From an optimization exercise on the open Yosys and OpenROAD flow, aimed at a short achievable clock period and few clock cycles per item; shortcuts taken in it are not production practice. Only simulation tests tie the RTL to the original design; equivalence was not proved. No activity file was given, so power comes from the tool's default toggle rates.

File: flow/constraint.sdc
create_clock -name core_clock -period 11.0 [get_ports {clk}]
set_input_delay 2.2000 -clock core_clock [delete_from_list [all_inputs] [get_ports {clk}]]
set_output_delay 2.2000 -clock core_clock [all_outputs]
set_load 0.01 [all_outputs]
File: flow/flow/run.sh
#!/bin/bash
# The standard layout, unchanged except that:
#  - the port buffers start as buf_8 instead of the smallest buffer.
set -euo pipefail
bash standard.sh SETUP_SLACK_MARGIN=8 TNS_END_PERCENT=10 \
    "BUFFER_PORTS_ARGS=-buffer_cell sky130_fd_sc_hd__buf_8" finish > standard_flow.log 2>&1
File: flow/standard.sh
#!/bin/bash
# synth_recipe.tcl (not shown) runs the flow's synth.tcl, then flattens the netlist and writes it again
# the make line also repeats each setting of config.mk as NAME=value (left out here)
make -C /OpenROAD-flow-scripts/flow DESIGN_CONFIG=/design/flow/config.mk WORK_HOME=/design/flow/orfs CLKGATE_MAP_FILE= SYNTH_SCRIPT=/design/flow/synth_recipe.tcl "${@:-finish}"
File: flow/config.mk
export PLATFORM = sky130hd
export DESIGN_NAME = sw_top
export DESIGN_NICKNAME = sw_top
export VERILOG_FILES = /design/flow/design.v
export SDC_FILE = /design/flow/constraint.sdc
export NUM_CORES = 4
export LEC_CHECK = 0
export CAP_MARGIN = 20
export CORE_MARGIN = 2
export CORE_UTILIZATION = 40
export SLEW_MARGIN = 20
File: flow/design.v
package sw_pkg;
    localparam int REF_LEN   = 64;
    localparam int QUERY_LEN = 16;
    localparam int TW = 2 * QUERY_LEN;
    function automatic logic [TW-1:0] col_mask(input int c);
        col_mask = '0;
        for (int x = 0; x < TW; x++) begin
            if (x < 2 * (c + 1)) col_mask[x] = 1'b1;
        end
    endfunction
endpackage
`timescale 1ns/1ps
module sw_row (
    input  logic [sw_pkg::QUERY_LEN*sw_pkg::TW-1:0] h_up_i,
    input  logic [sw_pkg::QUERY_LEN*sw_pkg::TW-1:0] gap_up_i,
    input  logic [sw_pkg::QUERY_LEN-1:0]            match_i,
    output logic [sw_pkg::QUERY_LEN*sw_pkg::TW-1:0] h_o,
    output logic [sw_pkg::QUERY_LEN*sw_pkg::TW-1:0] gap_o,
    output logic [sw_pkg::QUERY_LEN*sw_pkg::TW-1:0] run_o
);
    localparam int N  = sw_pkg::QUERY_LEN;
    localparam int TW = sw_pkg::TW;
    logic [N*TW-1:0] a;
    always_comb begin
        logic [TW-1:0] diag;
        logic [TW-1:0] gap;
        logic [TW-1:0] run;
        for (int c = 0; c < N; c++) begin
            diag = (c == 0) ? '0 : h_up_i[TW*(c-1) +: TW];
            gap  = (h_up_i[TW*c +: TW] >> 2) | (gap_up_i[TW*c +: TW] >> 1);
            gap_o[TW*c +: TW] = gap & sw_pkg::col_mask(c);
            a[TW*c +: TW] = (match_i[c] ? ((diag << 2) | TW'(3)) : (diag >> 1)) | gap;
        end
        for (int c = 0; c < N; c++) begin
            run = '0;
            for (int k = 0; k < c; k++) begin
                run = run | (a[TW*k +: TW] >> (c - k + 1));
            end
            run_o[TW*c +: TW] = run & sw_pkg::col_mask(c);
            h_o[TW*c +: TW]   = (a[TW*c +: TW] | run) & sw_pkg::col_mask(c);
        end
    end
endmodule
`timescale 1ns/1ps
module sw_top (
    input  logic          clk,
    input  logic          reset,
    input  logic          valid_i,
    input  logic [1:0]    data_ref_i,
    input  logic [1:0]    data_query_i,
    output logic          finish_o,
    output logic [20:0]   best_o
);
    localparam int N  = sw_pkg::QUERY_LEN;
    localparam int TW = sw_pkg::TW;
    localparam int RW = N * TW;
    logic        active_q;      
    logic [6:0]  cnt_q;         
    logic        full_q;        
    logic        last_q;        
    logic        fin_q;
    logic [N-1:0] at_q, lt_q;
    logic        start;
    logic        take;
    logic        step;          
    assign start = !active_q && valid_i;
    assign take  = active_q && valid_i && !full_q;
    assign step  = start || take;
    always_ff @(posedge clk or posedge reset) begin
        if (reset) begin
            active_q <= 1'b0;
            last_q   <= 1'b0;
            fin_q    <= 1'b0;
            at_q     <= N'(1);
            lt_q     <= '0;
        end else begin
            fin_q  <= last_q;
            last_q <= take && (cnt_q == 7'd63);
            if (start)       active_q <= 1'b1;
            else if (last_q) active_q <= 1'b0;
            if (last_q) begin
                at_q <= N'(1);
                lt_q <= '0;
            end else if (step) begin
                at_q <= at_q << 1;
                lt_q <= lt_q | at_q;
            end
        end
    end
    always_ff @(posedge clk) begin
        if (start) begin
            cnt_q  <= 7'd1;
            full_q <= 1'b0;
        end else begin
            cnt_q  <= cnt_q + 7'(take);
            full_q <= full_q || (take && cnt_q == 7'd63);
        end
    end
    logic [4*N-1:0] qm_q;           
    logic [4*N-1:0] rm_q;           
    always_ff @(posedge clk) begin
        for (int c = 0; c < N; c++) begin
            if (step && at_q[c]) begin
                for (int b = 0; b < 4; b++) begin
                    qm_q[N*b + c] <= (data_query_i == 2'(b));
                    rm_q[N*b + c] <= (data_ref_i == 2'(b));
                end
            end
        end
    end
    logic [RW-1:0] h_q, ins_q;      
    logic [RW-1:0] colh_q, cold_q;  
    logic [RW-1:0] h_r4 [0:3];
    logic [RW-1:0] run_r4 [0:3];
    logic [RW-1:0] gap_r4 [0:3];
    logic [RW-1:0] h_c4 [0:3];
    logic [RW-1:0] run_c4 [0:3];
    logic [RW-1:0] gap_c4 [0:3];
    for (genvar b = 0; b < 4; b++) begin : g_base
        sw_row u_row (.h_up_i(h_q), .gap_up_i(ins_q), .match_i(qm_q[N*b +: N]),
                      .h_o(h_r4[b]), .gap_o(gap_r4[b]), .run_o(run_r4[b]));
        sw_row u_col (.h_up_i(colh_q), .gap_up_i(cold_q), .match_i(rm_q[N*b +: N]),
                      .h_o(h_c4[b]), .gap_o(gap_c4[b]), .run_o(run_c4[b]));
    end
    logic [RW-1:0] h_r, gap_r;            
    logic [RW-1:0] h_c, gap_c;            
    assign h_r   = h_r4[data_ref_i];
    assign gap_r = gap_r4[0];
    assign h_c   = h_c4[data_query_i];
    assign gap_c = gap_c4[0];
    logic [TW-1:0] runr_at4 [0:3];
    logic [TW-1:0] runc_at4 [0:3];
    logic [TW-1:0] diag_at;
    logic [TW-1:0] runr_at, runc_at, corner;
    always_comb begin
        diag_at = '0;
        for (int b = 0; b < 4; b++) begin
            runr_at4[b] = '0;
            runc_at4[b] = '0;
        end
        for (int c = 0; c < N; c++) begin
            if (at_q[c]) begin
                if (c > 0) diag_at = diag_at | h_q[TW*(c-1) +: TW];
                for (int b = 0; b < 4; b++) begin
                    runr_at4[b] = runr_at4[b] | run_r4[b][TW*c +: TW];
                    runc_at4[b] = runc_at4[b] | run_c4[b][TW*c +: TW];
                end
            end
        end
        runr_at = runr_at4[data_ref_i];
        runc_at = runc_at4[data_query_i];
        corner  = ((data_ref_i == data_query_i) ? ((diag_at << 2) | TW'(3)) : (diag_at >> 1))
                | runc_at | runr_at;
    end
    always_ff @(posedge clk) begin
        if (step) begin
            for (int c = 0; c < N; c++) begin
                if (lt_q[c]) begin
                    h_q[TW*c +: TW]   <= h_r[TW*c +: TW];
                    ins_q[TW*c +: TW] <= gap_r[TW*c +: TW];
                end else if (at_q[c]) begin
                    h_q[TW*c +: TW]   <= corner & sw_pkg::col_mask(c);
                    ins_q[TW*c +: TW] <= runc_at & sw_pkg::col_mask(c);
                end else begin
                    h_q[TW*c +: TW]   <= '0;
                    ins_q[TW*c +: TW] <= '0;
                end
            end
        end
    end
    always_ff @(posedge clk) begin
        if (step && (at_q != '0)) begin
            for (int r = 0; r < N; r++) begin
                if (lt_q[r]) begin
                    colh_q[TW*r +: TW] <= h_c[TW*r +: TW];
                    cold_q[TW*r +: TW] <= gap_c[TW*r +: TW];
                end else if (at_q[r]) begin
                    colh_q[TW*r +: TW] <= corner & sw_pkg::col_mask(r);
                    cold_q[TW*r +: TW] <= runr_at & sw_pkg::col_mask(r);
                end else begin
                    colh_q[TW*r +: TW] <= '0;
                    cold_q[TW*r +: TW] <= '0;
                end
            end
        end
    end
    logic [RW-1:0]  cb_q;           
    logic [N-1:0]   cbpos_q;        
    logic [TW-1:0]  cbv_q;          
    logic [4:0]     cbi_q;          
    logic [N-1:0]   cbvpos_q;
    always_ff @(posedge clk) begin
        for (int r = 0; r < N; r++) begin
            cb_q[TW*r +: TW] <= (step && lt_q[r]) ? h_c[TW*r +: TW] : '0;
        end
        cbpos_q <= step ? at_q : '0;
    end
    always_ff @(posedge clk) begin
        logic [N*N-1:0] gt;
        logic [N-1:0]   win;
        logic [TW-1:0]  v;
        logic [4:0]     i;
        for (int r = 0; r < N; r++) begin
            for (int k = 0; k < N; k++) begin
                gt[N*r + k] = |(cb_q[TW*r +: TW] & ~cb_q[TW*k +: TW]);
            end
        end
        v = '0;
        i = '0;
        for (int r = 0; r < N; r++) begin
            v = v | cb_q[TW*r +: TW];
            win[r] = 1'b1;
            for (int k = 0; k < N; k++) begin
                if (k < r) win[r] = win[r] & gt[N*r + k];
                if (k > r) win[r] = win[r] & !gt[N*k + r];
            end
            if (win[r]) i = i | 5'(r + 1);
        end
        cbv_q    <= v;
        cbi_q    <= i;
        cbvpos_q <= v[0] ? cbpos_q : '0;
    end
    logic [RW-1:0]  bv_q, bv_n;
    logic [7*N-1:0] bi_q, bi_n;
    always_comb begin
        logic [TW-1:0] v;
        logic [TW-1:0] hv;
        logic [6:0]    p;
        for (int c = 0; c < N; c++) begin
            v  = bv_q[TW*c +: TW];
            p  = bi_q[7*c +: 7];
            hv = h_q[TW*c +: TW];
            if (|(hv & ~v)) p = cnt_q;
            v = v | hv;
            if (cbvpos_q[c]) begin
                if (|(cbv_q & ~v) || (!(|(v & ~cbv_q)) && 7'(cbi_q) < p)) p = 7'(cbi_q);
                v = v | cbv_q;
            end
            bv_n[TW*c +: TW] = v & sw_pkg::col_mask(c);
            bi_n[7*c +: 7]   = p;
        end
    end
    always_ff @(posedge clk) begin
        if (!active_q) begin
            bv_q <= '0;
            bi_q <= '0;
        end else begin
            bv_q <= bv_n;
            bi_q <= bi_n;
        end
    end
    logic [RW-1:0]  bv_f;
    logic [7*N-1:0] bi_f;
    always_comb begin
        for (int c = 0; c < N; c++) begin
            bv_f[TW*c +: TW] = bv_q[TW*c +: TW] | h_q[TW*c +: TW];
            bi_f[7*c +: 7]   = |(h_q[TW*c +: TW] & ~bv_q[TW*c +: TW]) ? cnt_q : bi_q[7*c +: 7];
        end
    end
    logic [N-1:0]  win;
    logic [TW-1:0] vmax;
    logic [20:0]   result;
    always_comb begin
        logic [N*N-1:0] gt;
        logic [5:0]     score;
        logic [6:0]     rpos;
        logic [5:0]     qpos;
        for (int c = 0; c < N; c++) begin
            for (int k = 0; k < N; k++) begin
                gt[N*c + k] = |(bv_f[TW*c +: TW] & ~bv_f[TW*k +: TW]);
            end
        end
        vmax = '0;
        for (int c = 0; c < N; c++) begin
            vmax = vmax | bv_f[TW*c +: TW];
            win[c] = 1'b1;
            for (int k = 0; k < N; k++) begin
                if (k < c) win[c] = win[c] & gt[N*c + k];
                if (k > c) win[c] = win[c] & !gt[N*k + c];
            end
        end
        score = '0;
        for (int x = 1; x <= TW; x++) begin
            if (vmax[x-1] && (x == TW || !vmax[x])) score = score | 6'(x);
        end
        rpos = '0;
        qpos = '0;
        for (int c = 0; c < N; c++) begin
            if (win[c]) begin
                rpos = rpos | bi_f[7*c +: 7];
                qpos = qpos | 6'(c + 1);
            end
        end
        if (!vmax[0]) qpos = '0;
        result = {2'b00, score, rpos, qpos};
    end
    always_ff @(posedge clk or posedge reset) begin
        if (reset) begin
            best_o <= '0;
        end else if (last_q) begin
            best_o <= result;
        end
    end
    assign finish_o = fin_q;
endmodule
==> results.py <==
metrics = {
    "run_status": {
        "outcome": "did not finish",
        "outcome.stop_stage": "5_1_grt",
        "first-error": "[ERROR GRT-0116] Global routing finished with congestion. Check the congestion regions in the DRC Viewer.",
    },
    "logic_synthesis": {
        "synth-edff-count": 1174,
        "count_leader_synth": "nand2_1",
        "netlist.top_cell.by_area": "edfxtp_1",
        "yosysWarnings": 14,
        "synthDistinctLibCells": 108,
        "share_of_the_synthesized_area_in_the_top_cell_type": 0.221,
        "synth_area_leaders": "edfxtp_1 22%, dfxtp_1 9.2%, mux2i_1 6.2%",
        "synthesis.area_per_instance_um2": 7.71,
        "prevailing_post_synth_register_cell": "edfxtp_1",
        "yosys_register_bits": 1960,
        "yosysSeqAreaShare": 0.321,
        "post_synthesis_instance_area_um2": 160000,
        "synth_common_cells": "2368 x nand2_1, 1788 x clkbuf_1, 1729 x nor2_1",
        "synthCells": 20700,
        "fraction_of_registers_with_async_set_reset": 0.0270,
    },
    "clock_tree": {
        "cts_buffers": 234,
        "cts_sinks": 1960,
        "cts_max_path_buffers": 4,
        "cts_hold_buf": 0,
        "cts.htree.levels": 4,
        "cts_root_buffer": "clkbuf_16",
    },
    "global_routing": {
        "grt_max_degree": 126,
        "globalRouteTotalUtil": 0.755,
        "number_of_global_route_vias_before_repair": 221000,
        "grt_first_pass_wirelength_mm": 2100,
        "globalRoute.totalOverflow": 27,
    },
    "floorplan": {
        "ioPinCount": 29,
        "fp-row-count": 232,
        "die_width_um": 636,
        "fp.dieH_um": 636,
        "floorplan.initialDensity": 0.401,
    },
    "placement": {
        "place_area_um2": 169000,
        "placement.io_buffers": 25,
        "gp_congestion": 1.23,
        "dp.final_hpwl_mm": 1070,
        "place_worst_setup_slack_ns": 3.26,
    },
}
## what timing repair did
| item | 4_1_cts |
|---|---|
| setup buffers | 545 |
| pin swaps | 273 |
| gates resized for setup | 1209 |
| gates cloned | 66 |
| setup endpoints to repair | 2716 |
## logic make-up after synthesis
group           after synthesis  share of synthesized area
simple gates               8005                      0.245
compound gates             6834                      0.293
buf+inv                    2745                     0.0653
flops                      1960                      0.321
mux                        1108                     0.0712
fa+ha+maj                    66                    0.00517
xor+xnor                      6                   0.000329
other cells                   1                  0.0000235
## how the worst max path moves through the flow
stage / start / endpoint / slack [ns] / depth (start not counted)
2_1_floorplan: valid_i / cold_q[100]$_DFFE_PP_ / 0.20 / 5
3_3_place_gp: data_query_i[1] / h_q[424]$_DFFE_PN_ / 3.38 / 15
3_5_place_dp: data_query_i[1] / h_q[328]$_DFFE_PN_ / 3.26 / 14
4_1_cts: cb_q[374]$_SDFF_PN0_ / cbi_q[2]$_SDFF_PP1_ / 6.23 / 12
## power by group through the flow
stage	clock [µW]	combinational, µW	sequential (µW)
CTS	8630	19300	11300
detailed placement	0	18300	11500
global placement	0	18300	11500
floorplan	0	9000	10200
## stage by stage
step / std cells / utilization / hold WS (ns)
2_1_floorplan: 20700 / - / 0.344
3_3_place_gp: 25100 / 0.424 / 0.408
3_5_place_dp: 25100 / 0.425 / 0.411
4_1_cts: 26200 / 0.475 / 0.420
## layer usage
layer / GRT usage / GRT overflow
met1: 0.771 / 0
met2: 0.902 / 2
met3: 0.613 / 5
met4: 0.728 / 19
met5: 0.311 / 1
Testbench counts, summed over its fixed seeds: cycles 12,480, jobs 192.
